This design comes from an exercise in tuning for small area on the open sky130 flow, not from production work. Function was checked by simulation only, so behaviour that the tests miss may differ from the original. No activity file was given, so power comes from the tool's default toggle rates.

File: flow/design.v
package sa_ctrl_pkg;
    localparam int PE_ROW = 4;
    localparam int PE_COL = 4;
    localparam int DATA_W   = 8;
    localparam int ADDR_W   = 10;
    localparam int SEL_W    = 2;
    localparam int FIELD_W  = 12;
    localparam int OPC_W    = 3;
    localparam int PRM_ID_W = 4;
    localparam int PARAM_W  = 16;
    localparam int PSUM_W   = 16;
    localparam int RUN_W    = $clog2(PE_ROW) + 1;  
    localparam int ROW_ID_W = $clog2(PE_ROW);
    localparam logic [OPC_W-1:0] OPC_NOP     = 3'd0;
    localparam logic [OPC_W-1:0] OPC_PARAM   = 3'd1;
    localparam logic [OPC_W-1:0] OPC_LDSRAM  = 3'd2;
    localparam logic [OPC_W-1:0] OPC_STSRAM  = 3'd3;  
    localparam logic [OPC_W-1:0] OPC_EX      = 3'd4;
    localparam logic [OPC_W-1:0] OPC_WBPARAM = 3'd6;
    localparam logic [PRM_ID_W-1:0] PRM_S     = 4'd0;
    localparam logic [PRM_ID_W-1:0] PRM_OC    = 4'd1;
    localparam logic [PRM_ID_W-1:0] PRM_IC    = 4'd2;
    localparam logic [PRM_ID_W-1:0] PRM_TRG   = 4'd3;
    localparam logic [PRM_ID_W-1:0] PRM_IC_WH = 4'd4;  
    localparam logic [DATA_W-1:0] TRG_ISRAM = 8'd0;
    localparam logic [DATA_W-1:0] TRG_WSRAM = 8'd1;
    localparam logic [DATA_W-1:0] TRG_PSRAM = 8'd2;
    localparam int DRAIN_CYCLES = PE_ROW + PE_COL;  
    typedef union packed {
        struct packed {
            logic [FIELD_W-PRM_ID_W-1:0] pad;
            logic [PRM_ID_W-1:0]         id;
        } prm;
        struct packed {
            logic [SEL_W-1:0]  sel;
            logic [ADDR_W-1:0] addr;
        } loc;
    } instr_field_u;
    typedef struct packed {
        logic              valid;
        logic [OPC_W-1:0]  opc;
        instr_field_u      fld;
        logic [DATA_W-1:0] data;
    } instr_t;
    typedef struct packed {
        logic   valid;
        instr_t instr;
    } cmd_t;
    typedef struct packed {
        logic              valid;
        logic [RUN_W-1:0]  run_ic;
        logic [RUN_W-1:0]  run_oc;
        logic [ADDR_W-1:0] base_i;
        logic [ADDR_W-1:0] base_w;
        logic              last;
    } tile_t;
    typedef struct packed {
        logic [PE_ROW-1:0]        we;
        logic [PE_ROW-1:0]        en;
        logic [PE_ROW*ADDR_W-1:0] addr;
        logic [PE_ROW*DATA_W-1:0] din;
    } sram_wr_t;
    typedef struct packed {
        logic [PARAM_W-1:0] s;
        logic [PARAM_W-1:0] oc;
        logic [PARAM_W-1:0] ic;
    } layer_prm_t;
endpackage
`timescale 1ns/1ps
module instr_fetch (
    input  logic                CLK,
    input  logic                RST,
    input  sa_ctrl_pkg::instr_t instr_in,
    input  logic                busy,
    output logic                instr_stall,
    output sa_ctrl_pkg::cmd_t   cmd
);
    logic                cmd_vld;   
    sa_ctrl_pkg::instr_t cmd_word;  
    assign instr_stall = cmd_vld || busy;
    always_ff @(posedge CLK or posedge RST) begin
        if (RST) begin
            cmd_vld <= 1'b0;
        end else begin
            cmd_vld <= !instr_stall && instr_in.valid;  
        end
    end
    always_ff @(posedge CLK) begin
        if (!instr_stall) begin
            cmd_word <= instr_in;
        end
    end
    assign cmd = {cmd_vld, cmd_word};
endmodule
`timescale 1ns/1ps
module cmd_dispatch (
    input  logic                                CLK,
    input  logic                                RST,
    input  sa_ctrl_pkg::cmd_t                   cmd,
    input  logic                                seq_done,
    output logic                                busy,
    output logic                                ex_start,
    output sa_ctrl_pkg::layer_prm_t             layer_prm,
    output sa_ctrl_pkg::sram_wr_t               sram_input,
    output sa_ctrl_pkg::sram_wr_t               sram_weight,
    output logic                                wb_valid,
    output logic [sa_ctrl_pkg::PSUM_W-1:0]      wb_data
);
    sa_ctrl_pkg::instr_field_u             fld;
    logic [sa_ctrl_pkg::DATA_W-1:0]        data;
    logic [sa_ctrl_pkg::DATA_W-1:0]        trg;      
    logic                                  is_prm, is_ld, is_ex, is_wb;
    logic [sa_ctrl_pkg::PSUM_W-1:0]        rd_val;   
    logic                                  rd_hit;   
    sa_ctrl_pkg::sram_wr_t                 wr_lane;  
    assign fld  = cmd.instr.fld;
    assign data = cmd.instr.data;
    assign is_prm = cmd.valid && (cmd.instr.opc == sa_ctrl_pkg::OPC_PARAM);
    assign is_ld  = cmd.valid && (cmd.instr.opc == sa_ctrl_pkg::OPC_LDSRAM);
    assign is_ex  = cmd.valid && (cmd.instr.opc == sa_ctrl_pkg::OPC_EX);
    assign is_wb  = cmd.valid && (cmd.instr.opc == sa_ctrl_pkg::OPC_WBPARAM);
    always_comb begin
        rd_hit = 1'b1;
        case (fld.prm.id)
            sa_ctrl_pkg::PRM_S:   rd_val = layer_prm.s;
            sa_ctrl_pkg::PRM_OC:  rd_val = layer_prm.oc;
            sa_ctrl_pkg::PRM_IC:  rd_val = layer_prm.ic;
            sa_ctrl_pkg::PRM_TRG: rd_val = sa_ctrl_pkg::PSUM_W'(trg);
            default: begin
                rd_hit = 1'b0;  
                rd_val = '0;
            end
        endcase
    end
    always_comb begin
        wr_lane = '0;
        wr_lane.we[fld.loc.sel] = 1'b1;
        wr_lane.en[fld.loc.sel] = 1'b1;
        wr_lane.addr[fld.loc.sel*sa_ctrl_pkg::ADDR_W +: sa_ctrl_pkg::ADDR_W] = fld.loc.addr;
        wr_lane.din[fld.loc.sel*sa_ctrl_pkg::DATA_W +: sa_ctrl_pkg::DATA_W]  = data;
    end
    always_ff @(posedge CLK or posedge RST) begin
        if (RST) begin
            busy        <= 1'b0;
            ex_start    <= 1'b0;
            wb_valid    <= 1'b0;
            sram_input  <= '0;
            sram_weight <= '0;
            layer_prm   <= '0;
            trg         <= sa_ctrl_pkg::TRG_ISRAM;
        end else begin
            sram_input  <= (is_ld && trg == sa_ctrl_pkg::TRG_ISRAM) ? wr_lane : '0;
            sram_weight <= (is_ld && trg == sa_ctrl_pkg::TRG_WSRAM) ? wr_lane : '0;
            wb_valid    <= is_wb && rd_hit;
            ex_start    <= is_ex;
            if (is_ex) begin
                busy <= 1'b1;
            end else if (seq_done) begin
                busy <= 1'b0;  
            end
            if (is_prm) begin
                case (fld.prm.id)
                    sa_ctrl_pkg::PRM_S:   layer_prm.s  <= sa_ctrl_pkg::PARAM_W'(data);
                    sa_ctrl_pkg::PRM_OC:  layer_prm.oc <= sa_ctrl_pkg::PARAM_W'(data);
                    sa_ctrl_pkg::PRM_IC:  layer_prm.ic <= sa_ctrl_pkg::PARAM_W'(data);
                    sa_ctrl_pkg::PRM_TRG: trg <= data;
                    sa_ctrl_pkg::PRM_IC_WH: begin
                        layer_prm.ic[sa_ctrl_pkg::PARAM_W-1:sa_ctrl_pkg::DATA_W] <= data;
                    end
                    default: ;
                endcase
            end
        end
    end
    always_ff @(posedge CLK) begin
        if (is_wb) begin
            wb_data <= rd_val;
        end
    end
endmodule
`timescale 1ns/1ps
module tile_sequencer (
    input  logic                    CLK,
    input  logic                    RST,
    input  logic                    ex_start,
    input  sa_ctrl_pkg::layer_prm_t layer_prm,
    input  logic                    tile_done,
    output sa_ctrl_pkg::tile_t      tile,
    output logic                    seq_done
);
    logic [sa_ctrl_pkg::PARAM_W-1:0] nxt_ic, nxt_oc;    
    logic [sa_ctrl_pkg::PARAM_W-1:0] ic_idx, oc_idx;    
    logic [sa_ctrl_pkg::PARAM_W-1:0] ic_rem, oc_rem;
    logic [sa_ctrl_pkg::PARAM_W-1:0] bi_full, bw_full;
    logic                            ic_more, oc_more;  
    logic                            issue;
    logic                            tile_vld;
    logic                            outstanding;       
    sa_ctrl_pkg::tile_t              tile_d, tile_q;
    assign issue  = ex_start || (tile_done && !tile_q.last);
    assign ic_idx = ex_start ? '0 : nxt_ic;  
    assign oc_idx = ex_start ? '0 : nxt_oc;
    assign ic_rem  = layer_prm.ic - ic_idx;
    assign oc_rem  = layer_prm.oc - oc_idx;
    assign ic_more = ic_rem > sa_ctrl_pkg::PARAM_W'(sa_ctrl_pkg::PE_ROW);
    assign oc_more = oc_rem > sa_ctrl_pkg::PARAM_W'(sa_ctrl_pkg::PE_COL);
    assign bi_full = layer_prm.s * (ic_idx >> $clog2(sa_ctrl_pkg::PE_ROW));
    assign bw_full = ic_idx + layer_prm.ic * (oc_idx >> $clog2(sa_ctrl_pkg::PE_COL));
    always_comb begin
        tile_d.valid  = 1'b1;
        tile_d.run_ic = ic_more ? sa_ctrl_pkg::RUN_W'(sa_ctrl_pkg::PE_ROW)
                                : ic_rem[sa_ctrl_pkg::RUN_W-1:0];
        tile_d.run_oc = oc_more ? sa_ctrl_pkg::RUN_W'(sa_ctrl_pkg::PE_COL)
                                : oc_rem[sa_ctrl_pkg::RUN_W-1:0];
        tile_d.base_i = bi_full[sa_ctrl_pkg::ADDR_W-1:0];
        tile_d.base_w = bw_full[sa_ctrl_pkg::ADDR_W-1:0];
        tile_d.last   = (!ic_more && !oc_more) || (ic_rem == '0) || (oc_rem == '0);
    end
    always_ff @(posedge CLK or posedge RST) begin
        if (RST) begin
            tile_vld    <= 1'b0;
            outstanding <= 1'b0;
            nxt_ic      <= '0;
            nxt_oc      <= '0;
        end else begin
            tile_vld <= issue;
            if (tile_vld) begin
                outstanding <= 1'b1;
            end else if (tile_done) begin
                outstanding <= 1'b0;
            end
            if (issue) begin
                if (ic_more) begin
                    nxt_ic <= ic_idx + sa_ctrl_pkg::PARAM_W'(sa_ctrl_pkg::PE_ROW);  
                    nxt_oc <= oc_idx;
                end else begin
                    nxt_ic <= '0;
                    nxt_oc <= oc_idx + sa_ctrl_pkg::PARAM_W'(sa_ctrl_pkg::PE_COL);
                end
            end
        end
    end
    always_ff @(posedge CLK) begin
        if (issue) begin
            tile_q <= tile_d;
        end
    end
    always_comb begin
        tile       = tile_q;
        tile.valid = tile_vld;
    end
    assign seq_done = tile_done && tile_q.last;
endmodule
`timescale 1ns/1ps
module array_feeder (
    input  logic                                              CLK,
    input  logic                                              RST,
    input  sa_ctrl_pkg::tile_t                                tile,
    input  logic [sa_ctrl_pkg::PARAM_W-1:0]                   s_len,
    output logic [sa_ctrl_pkg::PE_COL-1:0]                    weight_rd_en,
    output logic [sa_ctrl_pkg::PE_COL*sa_ctrl_pkg::ADDR_W-1:0] weight_rd_addr,
    output logic [sa_ctrl_pkg::PE_ROW-1:0]                    input_rd_en,
    output logic [sa_ctrl_pkg::PE_ROW*sa_ctrl_pkg::ADDR_W-1:0] input_rd_addr,
    output logic [sa_ctrl_pkg::ROW_ID_W-1:0]                  systolic_en_row_id,
    output logic [sa_ctrl_pkg::PE_COL-1:0]                    systolic_en_w,
    output logic                                              tile_done,
    output logic                                              flag_finish
);
    enum logic [2:0] {F_IDLE, F_PRE, F_LOAD, F_RUN, F_DRAIN, F_DONE} phase;
    sa_ctrl_pkg::tile_t                   cur;       
    logic [sa_ctrl_pkg::ROW_ID_W-1:0]     load_cnt;  
    logic [sa_ctrl_pkg::PARAM_W-1:0]      run_cnt;   
    logic [sa_ctrl_pkg::PE_COL-1:0]       oc_mask;
    logic [sa_ctrl_pkg::PE_ROW-1:0]       ic_mask;
    logic [sa_ctrl_pkg::ADDR_W-1:0]       w_addr, i_addr;
    always_ff @(posedge CLK) begin
        if (phase == F_IDLE && tile.valid) begin
            cur <= tile;
        end
    end
    always_ff @(posedge CLK or posedge RST) begin
        if (RST) begin
            phase    <= F_IDLE;
            load_cnt <= '0;
            run_cnt  <= '0;
        end else begin
            case (phase)
                F_IDLE: begin
                    load_cnt <= '0;
                    if (tile.valid) begin
                        phase <= (tile.run_ic == '0 || tile.run_oc == '0) ? F_DONE : F_PRE;
                    end
                end
                F_PRE: phase <= F_LOAD;
                F_LOAD: begin
                    run_cnt <= '0;
                    if (&load_cnt) begin
                        phase <= (s_len == '0) ? F_DRAIN : F_RUN;
                    end else begin
                        load_cnt <= load_cnt + 1'b1;
                        phase    <= F_PRE;
                    end
                end
                F_RUN: begin
                    if (run_cnt == s_len - 1'b1) begin
                        run_cnt <= '0;
                        phase   <= F_DRAIN;
                    end else begin
                        run_cnt <= run_cnt + 1'b1;
                    end
                end
                F_DRAIN: begin
                    if (run_cnt == sa_ctrl_pkg::PARAM_W'(sa_ctrl_pkg::DRAIN_CYCLES - 1)) begin
                        phase <= F_DONE;
                    end else begin
                        run_cnt <= run_cnt + 1'b1;
                    end
                end
                default: phase <= F_IDLE;  
            endcase
        end
    end
    assign oc_mask = ~({sa_ctrl_pkg::PE_COL{1'b1}} << cur.run_oc);
    assign ic_mask = ~({sa_ctrl_pkg::PE_ROW{1'b1}} << cur.run_ic);
    assign w_addr  = cur.base_w + sa_ctrl_pkg::ADDR_W'(load_cnt);
    assign i_addr  = cur.base_i + run_cnt[sa_ctrl_pkg::ADDR_W-1:0];
    assign weight_rd_en = (phase == F_PRE) ? oc_mask : '0;
    assign input_rd_en  = (phase == F_RUN) ? ic_mask : '0;
    always_comb begin
        for (int i = 0; i < sa_ctrl_pkg::PE_COL; i++) begin
            weight_rd_addr[i*sa_ctrl_pkg::ADDR_W +: sa_ctrl_pkg::ADDR_W] =
                weight_rd_en[i] ? w_addr : '0;
        end
        for (int i = 0; i < sa_ctrl_pkg::PE_ROW; i++) begin
            input_rd_addr[i*sa_ctrl_pkg::ADDR_W +: sa_ctrl_pkg::ADDR_W] =
                input_rd_en[i] ? i_addr : '0;
        end
    end
    assign systolic_en_row_id = (phase == F_LOAD) ? load_cnt : '0;
    assign systolic_en_w      = {sa_ctrl_pkg::PE_COL{phase == F_LOAD}};
    assign tile_done   = (phase == F_DONE);
    assign flag_finish = tile_done && cur.last;
endmodule
`timescale 1ns/1ps
module systolic_ctrl (
    input  logic                                  CLK,
    input  logic                                  RST,
    input  logic [23:0]                            instr_in,
    output logic                                  instr_stall,
    output logic [79:0]                            sram_input,
    output logic [79:0]                            sram_weight,
    output logic [sa_ctrl_pkg::ROW_ID_W-1:0]      systolic_en_row_id,
    output logic [sa_ctrl_pkg::PE_COL-1:0]        systolic_en_w,
    output logic                                  wb_valid,
    output logic [sa_ctrl_pkg::PSUM_W-1:0]        wb_data,
    output logic                                  flag_finish
);
    logic                                              busy;
    sa_ctrl_pkg::cmd_t                                 cmd;
    logic                                              ex_start;
    sa_ctrl_pkg::layer_prm_t                           layer_prm;
    sa_ctrl_pkg::sram_wr_t                             wr_input, wr_weight;  
    logic                                              seq_done;
    sa_ctrl_pkg::tile_t                                tile;
    logic                                              tile_done;
    logic [sa_ctrl_pkg::PE_COL-1:0]                    w_rd_en;
    logic [sa_ctrl_pkg::PE_COL*sa_ctrl_pkg::ADDR_W-1:0] w_rd_addr;
    logic [sa_ctrl_pkg::PE_ROW-1:0]                    i_rd_en;
    logic [sa_ctrl_pkg::PE_ROW*sa_ctrl_pkg::ADDR_W-1:0] i_rd_addr;
    instr_fetch u_fetch (
        .CLK(CLK), .RST(RST),
        .instr_in(sa_ctrl_pkg::instr_t'(instr_in)), .busy(busy),
        .instr_stall(instr_stall), .cmd(cmd)
    );
    cmd_dispatch u_dispatch (
        .CLK(CLK), .RST(RST),
        .cmd(cmd), .seq_done(seq_done),
        .busy(busy), .ex_start(ex_start), .layer_prm(layer_prm),
        .sram_input(wr_input), .sram_weight(wr_weight),
        .wb_valid(wb_valid), .wb_data(wb_data)
    );
    tile_sequencer u_seq (
        .CLK(CLK), .RST(RST),
        .ex_start(ex_start), .layer_prm(layer_prm), .tile_done(tile_done),
        .tile(tile), .seq_done(seq_done)
    );
    array_feeder u_feed (
        .CLK(CLK), .RST(RST),
        .tile(tile), .s_len(layer_prm.s),
        .weight_rd_en(w_rd_en), .weight_rd_addr(w_rd_addr),
        .input_rd_en(i_rd_en), .input_rd_addr(i_rd_addr),
        .systolic_en_row_id(systolic_en_row_id), .systolic_en_w(systolic_en_w),
        .tile_done(tile_done), .flag_finish(flag_finish)
    );
    assign sram_input  = {wr_input.we, wr_input.en | i_rd_en,
                          wr_input.addr | i_rd_addr, wr_input.din};
    assign sram_weight = {wr_weight.we, wr_weight.en | w_rd_en,
                          wr_weight.addr | w_rd_addr, wr_weight.din};
endmodule
File: flow/run.sh
#!/bin/bash
# synth_recipe.tcl (not shown) runs the flow's synth.tcl, then flattens the netlist and writes it again
# the make line also repeats each setting of config.mk as NAME=value (left out here)
make -C /OpenROAD-flow-scripts/flow DESIGN_CONFIG=/design/flow/config.mk WORK_HOME=/design/flow/orfs CLKGATE_MAP_FILE= SYNTH_SCRIPT=/design/flow/synth_recipe.tcl finish
File: flow/config.mk
export PLATFORM = sky130hd
export DESIGN_NAME = systolic_ctrl
export DESIGN_NICKNAME = systolic_ctrl
export VERILOG_FILES = /design/flow/design.v
export SDC_FILE = /design/flow/constraint.sdc
export NUM_CORES = 4
export LEC_CHECK = 0
export CAP_MARGIN = 20
export CORE_MARGIN = 2
export CORE_UTILIZATION = 40
export SLEW_MARGIN = 20
File: flow/constraint.sdc
create_clock -name core_clock -period 8.0 [get_ports {CLK}]
set_input_delay 1.6000 -clock core_clock [delete_from_list [all_inputs] [get_ports {CLK}]]
set_output_delay 1.6000 -clock core_clock [all_outputs]
set_load 0.01 [all_outputs]
==> impl_metrics.py <==
metrics = {
    "timing": {
        "hold_violations": 0,
        "rsz0062_at_grt": "no",
        "slew_viol_final": 0,
        "setup_tns_ns": 0,
        "relSlewSlack_pct": 26.4,
        "timing.fmax_mhz": 170,
        "setup_viol": 0,
        "tightest_slew_ns": 1.10,
        "fin_crit_ns": 5.87,
        "finalClockSkew_ns": 0.0247,
        "timing.final.crit_share_pct": 73.4,
    },
    "synthesis": {
        "ys_ff_latch": 343,
        "synth_area_leaders": "dfrtp_1 31%, edfxtp_1 14%, fa_1 5.8%",
        "synth_cell_type_count": 78,
        "syn_inst": 1937,
        "synth_top_area_share_pct": 31.4,
        "avgSynthCellArea_um2": 10.3,
        "yosys.cell_count.top_type": "dfrtp_1",
        "synth_edf_count": 93,
        "synthArstFlopShare_pct": 72.9,
        "ys_seq_area_share_pct": 45.4,
        "syn_area_mm2": 0.0199,
        "ys_warn_count": 4,
        "synth_nets": 2113,
        "yosysTopAreaCell": "dfrtp_1",
        "ys.flop_type": "dfrtp_1",
        "netlist_top_cells_count": "250 x dfrtp_1, 203 x nor2_1, 142 x inv_1",
    },
    "route": {
        "wl_per_cell_um": 20.9,
        "wl_mm": 57.6,
        "drt-vias-per-instance": 5.24,
        "first_pass_iters": 5,
        "drt_iter0_drc": 1183,
        "drtAntennaViolNets": 0,
        "drcViolationCount": 0,
        "via_count": 14400,
    },
    "floorplanning": {
        "initial_core_util_pct": 40.6,
        "core_area_mm2": 0.0491,
        "rows": 81,
        "io_pins": 211,
        "die-area_mm2": 0.0516,
        "die-height_um": 227,
        "fp.dieW_um": 227,
    },
    "worst_setup_path": {
        "crit_start": "u_feed.phase[1]",
        "crit_end": "sram_input[61]",
        "r2r_cells": 18,
        "max_stage_delay_ns": 0.87,
        "arrival_ns": 4.27,
        "end_kind": "output port",
        "regToRegEndpoint": "u_seq.tile_q[10]",
        "required_ns": 6.40,
        "r2r_slack_ns": 2.73,
        "cp_max_fo": 11,
        "worstPathCellList": "inv_1, nor2_1, nand2_1, nor2_1, inv_1, nor2_1, inv_1, o21bai_1, clkdlybuf4s50_1",
        "criticalPathCategory": "flip-flop to output port",
        "start_kind": "flip-flop",
        "slowest_stage": "nor2_1",
        "worst_r2r_startpoint": "u_dispatch.ex_start",
    },
    "finish": {
        "layout.nets": 2229,
        "fin_util_pct": 47.8,
        "fill_cells": 4537,
        "drive_gt1_share_pct": 6.91,
        "fin_cells": 2749,
        "area_delta_synth_final_pct": 17.6,
        "final_area_mm2": 0.0234,
    },
    "placement": {
        "routabilityCongestion": 0.921,
        "hpwl_mm": 43.7,
        "placed_area_mm2": 0.0221,
        "numPortBuffers": 210,
        "dp_cells": 2675,
    },
    "pwr": {
        "ir_drop_mv": 0.170,
        "p_leak_nw": 10.8,
        "power_density_mw_per_mm2": 256,
    },
    "clock_tree": {
        "clock_latency_ns": 0.58,
        "path_clk_slew_ns": 0.06,
        "cts_hold_buf": 0,
        "cts_tree": "done",
        "cts.path.max_buffers": 3,
        "cts_setup_buffers": 0,
        "htree_levels": 2,
        "cts_resized": 0,
        "clockRootBuffer": "clkbuf_16",
        "cts_inserted_buffers": 40,
        "cts_sinks": 343,
    },
    "global_route": {
        "grt_overflow": 0,
        "grt_usage_pct": 22.6,
        "grt_pass1_wl_mm": 87.1,
        "first_global_vias": 14300,
        "antenna_found_initial": 5,
        "grt_start_max_net_pins": 144,
    },
    "hold_path": {
        "hold_start": "u_seq.tile_q[13]",
        "hold_class": "flip-flop to flip-flop",
    },
    "run_status": {
        "run_status": "timing/DRC/antenna clean",
    },
    "flow_run": {
        "drv_cap": 0,
    },
}
## worst min-delay path by stage
stage,endpoint,slack (ns),cells past startpoint
2_1_floorplan,u_feed.cur[10],0.40,0
3_3_place_gp,u_feed.cur[17],0.40,0
3_5_place_dp,u_feed.cur[11],0.40,0
4_1_cts,u_feed.cur[13],0.42,0
5_1_grt,u_feed.cur[17],0.42,0
6_report,u_feed.cur[13],0.41,0
## worst max-delay path, delay by kind of cell (launching register included)
| kind | cells | cell delay, ns |
|---|---|---|
| AOI/OAI and AO/OA | 1 | 0.16 |
| buffers and inverters | 4 | 0.99 |
| DFF | 1 | 0.47 |
| and+or+nand+nor | 4 | 2.08 |
## through the flow
step / setup slack [ns] / power [mW] / hold WS, ns
after floorplan: 3.08 / 3.50 / 0.400
after global placement: 2.81 / 4.19 / 0.402
after detailed placement: 2.73 / 4.23 / 0.405
after CTS: 2.10 / 6.01 / 0.417
after global routing: 1.84 / 6.31 / 0.424
final: 2.13 / 5.99 / 0.413
## final cells by class
type                       instances  area (um2)  share of cell area (%)
sequential                       343        9050                    38.6
multi-input combinational       1302        9520                    40.6
clock inverter                    18         158                   0.673
clock buffer                      54        1110                    4.76
inverter                         144         544                    2.32
tap                              664         831                    3.55
antenna                            2        5.00                  0.0214
timing repair buffer             222        2210                    9.43
## power by group
part	switching, mW	internal [mW]	leakage, nW	total (mW)
combinational	1.18	0.785	5.82	1.97
clock	0.753	1.02	0.629	1.77
sequential	0.279	1.97	4.32	2.25
total	2.22	3.77	10.8	5.99
## routing by layer
metal	vias to the layer above	track usage, %	wire length, um
met5	-	0	13
met4	2	7.93	1790
met3	101	3.19	2950
met2	415	36.3	26600
met1	7147	31.4	26200
li1	6743	-	-
## registers in the layout, summed over array words and instances (netlist names), 3 cells and up
signal and flops:
u_dispatch.sram_input 76, u_dispatch.sram_weight 76, u_dispatch.layer_prm 32, u_feed.cur 27, u_seq.tile_q 27, u_fetch.cmd_word 23, u_dispatch.wb_data 16, u_feed.run_cnt 16
u_seq.nxt_ic 16, u_seq.nxt_oc 16, u_dispatch.trg 8, u_feed.phase 3
## logic make-up after synthesis
family          synth area share [%]
fa+ha+maj                       11.7
buf+inv                         6.98
compound gates                  11.2
flops                           45.4
mux                             3.55
simple gates                    17.1
xor+xnor                        4.17
## cells in the final DEF (no fill, tap or decap), types with 7 or more instances in the layout
cell	netlist	routed
and2_1	119	119
ha_1	92	92
nand2b_1	23	23
clkbuf_16	0	41
mux2i_1	13	13
buf_4	75	10
clkinv_2	0	11
nor4_1	7	7
and3_1	34	33
clkbuf_1	65	9
mux4_2	9	9
fa_1	58	58
o21ai_0	63	63
xor2_1	23	23
nor3_1	32	30
a21o_1	61	61
mux2_2	32	32
o21bai_1	43	43
inv_1	142	141
nand3_1	29	29
nand4_1	13	13
o21a_1	13	13
a22oi_1	14	14
a21oi_1	54	54
a31oi_1	8	8
a22o_1	13	13
nor2_1	203	202
nor2b_1	38	38
or3_1	9	9
o22ai_1	7	7
dfrtp_1	250	250
edfxtp_1	93	93
or2_2	16	16
nand2_1	126	126
clkdlybuf4s50_1	0	210
xnor2_1	72	72

## afterwards: timing with drivers on the ports
Ports are ideal in the flow. The routed layout listed here was re-timed in OpenROAD. Step 1 sets driving cells, clkbuf_16 on the clock port and buf_2 on the other inputs (assumed; they add their load-dependent delay and slew). Step 2 times the ports against the registers' clock, not the clock port: input delays grow and output delays shrink by t, the midpoint of the rising clock arrivals with the driver on. a / b / c = ideal / step 1 / step 2; a / b = the first two.
shift t [ns]: 0.623
setup WS [ns]: 2.128 / 2.070 / 2.693
clock arrival spread, ns: 0.025 / 0.025
After both steps setup and hold are still met in this run. For this run, drivers alone change the setup slack by -0.058 ns; drivers and shift together by +0.565 ns.
